Context: an optimization exercise on an open-source flow, tuned for small area. The choices shown serve that exercise and are no tape-out recipe.
In this exercise RTL edits were held to simulation tests only and were not proved equivalent to the original.

before:
==> flow/design.v <==
`default_nettype none
module greg_mp_aoi222 (
  input  logic a1, a2, b1, b2, c1, c2,
  output logic y
);
  assign y = ~((a1 & a2) | (b1 & b2) | (c1 & c2));
endmodule
module greg_mp_drv (
  input  logic a_n,
  output logic y
);
  assign y = ~a_n;
endmodule
module greg_mp_nand2 (
  input  logic a, b,
  output logic y
);
  assign y = ~(a & b);
endmodule
module greg_mp_nand3 (
  input  logic a, b, c,
  output logic y
);
  assign y = ~(a & b & c);
endmodule
module greg_mp_nand4 (
  input  logic a, b, c, d,
  output logic y
);
  assign y = ~(a & b & c & d);
endmodule
module greg_mp_or3 (
  input  logic a, b, c,
  output logic y
);
  assign y = a | b | c;
endmodule
module greg_mp_xor2 (
  input  logic a, b,
  output logic y
);
  assign y = a ^ b;
endmodule
module greg_mp_rdbit (
  input  logic [10:0] g_n,
  input  logic        ph,
  output logic        y
);
  logic w_o0, w_o1, w_o2, w_any;
  greg_mp_nand4 u_n0 (.a(g_n[0]), .b(g_n[1]), .c(g_n[2]),  .d(g_n[3]), .y(w_o0));
  greg_mp_nand4 u_n1 (.a(g_n[4]), .b(g_n[5]), .c(g_n[6]),  .d(g_n[7]), .y(w_o1));
  greg_mp_nand3 u_n2 (.a(g_n[8]), .b(g_n[9]), .c(g_n[10]),             .y(w_o2));
  greg_mp_or3   u_or (.a(w_o0),   .b(w_o1),   .c(w_o2),                .y(w_any));
  greg_mp_xor2  u_x  (.a(w_any),  .b(ph),                              .y(y));
endmodule
module greg_mp #(
  parameter int DATA_W  = 32,
  parameter int ADDR_W  = 5,
  parameter int ZERO_R0 = 1
) (
  input  logic              clk,
  input  logic              rst_n,
  input  logic              wr0_en,
  input  logic [ADDR_W-1:0] wr0_addr,
  input  logic [DATA_W-1:0] wr0_data,
  input  logic              wr1_en,
  input  logic [ADDR_W-1:0] wr1_addr,
  input  logic [DATA_W-1:0] wr1_data,
  input  logic [ADDR_W-1:0] rd0_addr,
  input  logic [ADDR_W-1:0] rd1_addr,
  output logic [DATA_W-1:0] rd0_data,
  output logic [DATA_W-1:0] rd1_data,
  input  logic              clr_req,
  output logic              clr_busy,
  output logic              wr_conflict
);
  localparam int DEPTH = 2**ADDR_W;
  logic              r_busy;
  logic [ADDR_W-1:0] r_ptr;
  logic              r_wr_conflict;
  logic              r_ph;
  logic [DATA_W-1:0] r_mem [1:DEPTH-1];
  logic              w_en0, w_en1;
  logic              w_wr0_ok, w_wr1_ok;
  logic              w_same;
  logic [DATA_W-1:0] w_e0;
  logic [DATA_W-1:0] w_e1;
  assign w_en0    = wr0_en && !r_busy;
  assign w_en1    = wr1_en && !r_busy;
  assign w_wr0_ok = w_en0 && (wr0_addr != '0);
  assign w_wr1_ok = w_en1 && (wr1_addr != '0);
  assign w_same   = (wr0_addr == wr1_addr);
  assign clr_busy    = r_busy;
  assign wr_conflict = r_wr_conflict;
  always_ff @(posedge clk) begin
    if (!rst_n) begin
      r_busy <= 1'b0;
      r_ptr  <= '0;
    end else if (r_busy) begin
      r_ptr <= r_ptr + ADDR_W'(1);
      if (r_ptr == ADDR_W'(DEPTH - 1)) r_busy <= 1'b0;
    end else if (clr_req) begin
      r_busy <= 1'b1;
    end
  end
  always_ff @(posedge clk) begin
    r_wr_conflict <= rst_n && w_wr0_ok && w_wr1_ok && w_same;
  end
  always_ff @(posedge clk) begin
    r_ph <= !rst_n || !r_ph;
  end
  for (genvar b = 0; b < DATA_W; b++) begin : g_bus
    greg_mp_drv u_e1 (.a_n(!(wr1_data[b] ^ r_ph)),                .y(w_e1[b]));
    greg_mp_drv u_e0 (.a_n(!((wr0_data[b] && !r_busy) ^ r_ph)), .y(w_e0[b]));
  end
  logic [ADDR_W-1:0] w_a0;
  logic              w_go0, w_go1;
  logic [7:0]        w_hi0, w_hi1;
  logic [3:0]        w_lo0, w_lo1;
  assign w_a0  = r_busy ? r_ptr : wr0_addr;
  assign w_go0 = rst_n && (r_busy || (w_en0 && !(w_en1 && w_same)));
  assign w_go1 = rst_n && w_en1;
  for (genvar j = 0; j < 8; j++) begin : g_hi
    assign w_hi0[j] = w_go0 && (w_a0[4:2] == 3'(j));
    assign w_hi1[j] = w_go1 && (wr1_addr[4:2] == 3'(j));
  end
  for (genvar k = 0; k < 4; k++) begin : g_lo
    assign w_lo0[k] = (w_a0[1:0] == 2'(k));
    assign w_lo1[k] = (wr1_addr[1:0] == 2'(k));
  end
  for (genvar i = 1; i < DEPTH; i++) begin : g_row
    logic w_s1_n, w_s0_n, w_hold_n;
    logic w_s1, w_s0, w_hold;
    logic [DATA_W-1:0] w_nxt;
    greg_mp_nand2 u_d1 (.a(w_hi1[i/4]), .b(w_lo1[i%4]), .y(w_s1_n));
    greg_mp_nand2 u_d0 (.a(w_hi0[i/4]), .b(w_lo0[i%4]), .y(w_s0_n));
    greg_mp_nand3 u_dh (.a(rst_n), .b(w_s1_n), .c(w_s0_n), .y(w_hold_n));
    greg_mp_drv   u_s1 (.a_n(w_s1_n),   .y(w_s1));
    greg_mp_drv   u_s0 (.a_n(w_s0_n),   .y(w_s0));
    greg_mp_drv   u_h  (.a_n(w_hold_n), .y(w_hold));
    for (genvar b = 0; b < DATA_W; b++) begin : g_bit
      greg_mp_aoi222 u_nxt (
        .a1(w_hold), .a2(r_mem[i][b]),
        .b1(w_s1),   .b2(w_e1[b]),
        .c1(w_s0),   .c2(w_e0[b]),
        .y (w_nxt[b])
      );
    end
    always_ff @(posedge clk) begin
      r_mem[i] <= w_nxt;
    end
  end
  logic [ADDR_W-1:0] w_ra [2];
  logic [DATA_W-1:0] w_rd [2];
  assign w_ra[0]  = rd0_addr;
  assign w_ra[1]  = rd1_addr;
  assign rd0_data = w_rd[0];
  assign rd1_data = w_rd[1];
  for (genvar p = 0; p < 2; p++) begin : g_rp
    logic              w_byp1, w_byp0, w_nob, w_ph;
    logic [7:0]        w_hi;
    logic [3:0]        w_lo;
    logic [DEPTH+1:1]  w_sel;    
    assign w_byp1 = w_wr1_ok && (wr1_addr == w_ra[p]);
    assign w_byp0 = w_wr0_ok && (wr0_addr == w_ra[p]) && !w_byp1;
    assign w_nob  = !w_byp1 && !w_byp0;
    for (genvar j = 0; j < 8; j++) begin : g_hi
      assign w_hi[j] = w_nob && (w_ra[p][4:2] == 3'(j));
    end
    for (genvar k = 0; k < 4; k++) begin : g_lo
      assign w_lo[k] = (w_ra[p][1:0] == 2'(k));
    end
    for (genvar i = 1; i < DEPTH; i++) begin : g_sel
      logic w_sel_n;
      greg_mp_nand2 u_d   (.a(w_hi[i/4]), .b(w_lo[i%4]), .y(w_sel_n));
      greg_mp_drv   u_sel (.a_n(w_sel_n), .y(w_sel[i]));
    end
    greg_mp_drv u_sb1 (.a_n(!w_byp1), .y(w_sel[DEPTH]));
    greg_mp_drv u_sb0 (.a_n(!w_byp0), .y(w_sel[DEPTH+1]));
    greg_mp_drv u_ph (.a_n(!(r_ph && !(w_nob && (w_ra[p] == '0)))), .y(w_ph));
    for (genvar b = 0; b < DATA_W; b++) begin : g_bit
      logic [DEPTH+1:1] w_in;
      logic [10:0]      w_g_n;
      for (genvar i = 1; i < DEPTH; i++) begin : g_in
        assign w_in[i] = r_mem[i][b];
      end
      assign w_in[DEPTH]   = w_e1[b];
      assign w_in[DEPTH+1] = w_e0[b];
      for (genvar g = 0; g < 11; g++) begin : g_grp
        greg_mp_aoi222 u_grp (
          .a1(w_sel[3*g+1]), .a2(w_in[3*g+1]),
          .b1(w_sel[3*g+2]), .b2(w_in[3*g+2]),
          .c1(w_sel[3*g+3]), .c2(w_in[3*g+3]),
          .y (w_g_n[g])
        );
      end
      greg_mp_rdbit u_out (.g_n(w_g_n), .ph(w_ph), .y(w_rd[p][b]));
    end
  end
endmodule
`default_nettype wire
Settings: LEC_CHECK=0, CAP_MARGIN=10, CELL_PAD_IN_SITES_DETAIL_PLACEMENT=1, CELL_PAD_IN_SITES_GLOBAL_PLACEMENT=2, CORE_MARGIN=2, CORE_UTILIZATION=30, GPL_TIMING_DRIVEN=0, PLACE_DENSITY=0.38, SETUP_SLACK_MARGIN=0.3, SLEW_MARGIN=10, SYNTH_HIERARCHICAL=1; clock period 7.0 ns.
standard.sh (not shown) runs the stock make flow with config.mk's settings and CLKGATE_MAP_FILE= SYNTH_SCRIPT=/design/flow/synth_recipe.tcl, a recipe that flattens the netlist after the stock synthesis.
==> flow/flow/run.sh <==
#!/bin/bash
# Own flow: the standard layout (standard synthesis unchanged) with
# 1x port buffers, a clock tree of 16x clock buffers in clusters of at most
# 22 flip-flops without dummy loads, and pre-placement sizing
# (flow/presize.tcl). Each tool's output is in orfs/logs; make's own output
# is in standard.log.
set -euo pipefail
HERE=$(pwd)
export BUFFER_PORTS_ARGS="-buffer_cell sky130_fd_sc_hd__buf_1"
export CTS_ARGS="-sink_clustering_enable -repair_clock_nets -dont_use_dummy_load -buf_list sky130_fd_sc_hd__clkbuf_16 -root_buf sky130_fd_sc_hd__clkbuf_16 -sink_clustering_size 22 -sink_clustering_max_diameter 90"
export PRE_GLOBAL_PLACE_TCL="$HERE/flow/presize.tcl"
bash standard.sh > standard.log 2>&1
==> flow/flow/presize.tcl <==
# Pre-placement sizing, run before global placement:
#  * remove the buffers synthesis inserted (the placement repair re-buffers
#    what needs it, as the timing-driven flow does);
#  * set every combinational cell to its 1x size (repair upsizes where the
#    layout needs it);
#  * set every inverter that drives a wide net (the register file's row,
#    select and data-bus lines) to the 2x inverter, which has the same area
#    as the 1x one and drives these nets within the slew limits.
remove_buffers
set n_dn 0
set n_up 0
foreach inst [[ord::get_db_block] getInsts] {
  set m [[$inst getMaster] getName]
  if {[$inst isFixed]} continue
  if {![regexp {^sky130_fd_sc_hd__([a-z0-9]+)_([0-9]+)$} $m -> base sz]} continue
  if {[regexp {^(df|edf|sdf|dl|clk|conb|tap|fill|decap|diode|buf)} $base]} continue
  set fo 0
  foreach it [$inst getITerms] {
    if {[$it isOutputSignal] && [$it getNet] ne "NULL"} {
      set fo [llength [[$it getNet] getITerms]]
    }
  }
  if {$base eq "inv" && $fo > 12} {
    if {$m ne "sky130_fd_sc_hd__inv_2"} {
      replace_cell [$inst getName] sky130_fd_sc_hd__inv_2
      incr n_up
    }
    continue
  }
  if {$sz > 1 && [llength [get_lib_cells -quiet sky130_fd_sc_hd__${base}_1]] > 0} {
    replace_cell [$inst getName] sky130_fd_sc_hd__${base}_1
    incr n_dn
  }
}
puts "presize.tcl: $n_dn cells set to 1x, $n_up wide-net inverters set to 2x"
Every stage of the flow completed for before, and the final layout passed the timing, DRC and antenna checks.
The inputs of after differ from those of before as listed below.
- SETUP_SLACK_MARGIN: 0.3 -> 0.2
- CELL_PAD_IN_SITES_GLOBAL_PLACEMENT: 2 -> 1
- CORE_UTILIZATION: 30 -> 35
- PLACE_DENSITY: 0.38 -> 0.45
==> flow/flow/run.sh <==
#!/bin/bash
# Own flow: the standard layout (standard synthesis unchanged) with
# 1x port buffers, a clock tree of 16x clock buffers in clusters of at most
# 25 flip-flops without dummy loads, and pre-placement sizing
# (flow/presize.tcl). Each tool's output is in orfs/logs; make's own output
# is in standard.log.
set -euo pipefail
HERE=$(pwd)
export BUFFER_PORTS_ARGS="-buffer_cell sky130_fd_sc_hd__buf_1"
export CTS_ARGS="-sink_clustering_enable -repair_clock_nets -dont_use_dummy_load -buf_list sky130_fd_sc_hd__clkbuf_16 -root_buf sky130_fd_sc_hd__clkbuf_16 -sink_clustering_size 25 -sink_clustering_max_diameter 100"
export PRE_GLOBAL_PLACE_TCL="$HERE/flow/presize.tcl"
bash standard.sh > standard.log 2>&1
## What came out
Compared with before, after has less setup slack. Max-slew headroom at the worst pin is lower on before. Compared with before, after degrades via count. Between after and before, it is after whose global-route track usage on met2 is higher, by 4.9 points. after improves on before in clock power. On share of the clock period used by the worst path: after sits above before.

-- port drivers added, routing unchanged --
No port has a modelled driver above. Below, the same layouts with a new extraction and two added sets of constraints.
Step 1: set_driving_cell puts a clkbuf_16 on clk and a buf_2 on each other input, an assumption about the parent block.
Step 2, shift: input delay + t, output delay - t, t = (earliest + latest rising clock arrival at the registers) / 2. This alone moves slack from input paths to output paths.
Slacks: ideal / step 1 / step 2; pairs: ideal / step 1.
run | t (ns) | setup slack, ns | clock arrival spread, ns | worst data-port slew with drivers (ns)
before | 0.783 | 0.221 / 0.184 / 0.184 | 0.072 / 0.071 | 0.16
after | 0.787 | 0.173 / 0.087 / 0.087 | 0.064 / 0.064 | 0.16
After both steps setup and hold are still met in every run listed. The setup slack of after, which loses most, moves by -0.086 ns with the drivers and by -0.086 ns with both steps.
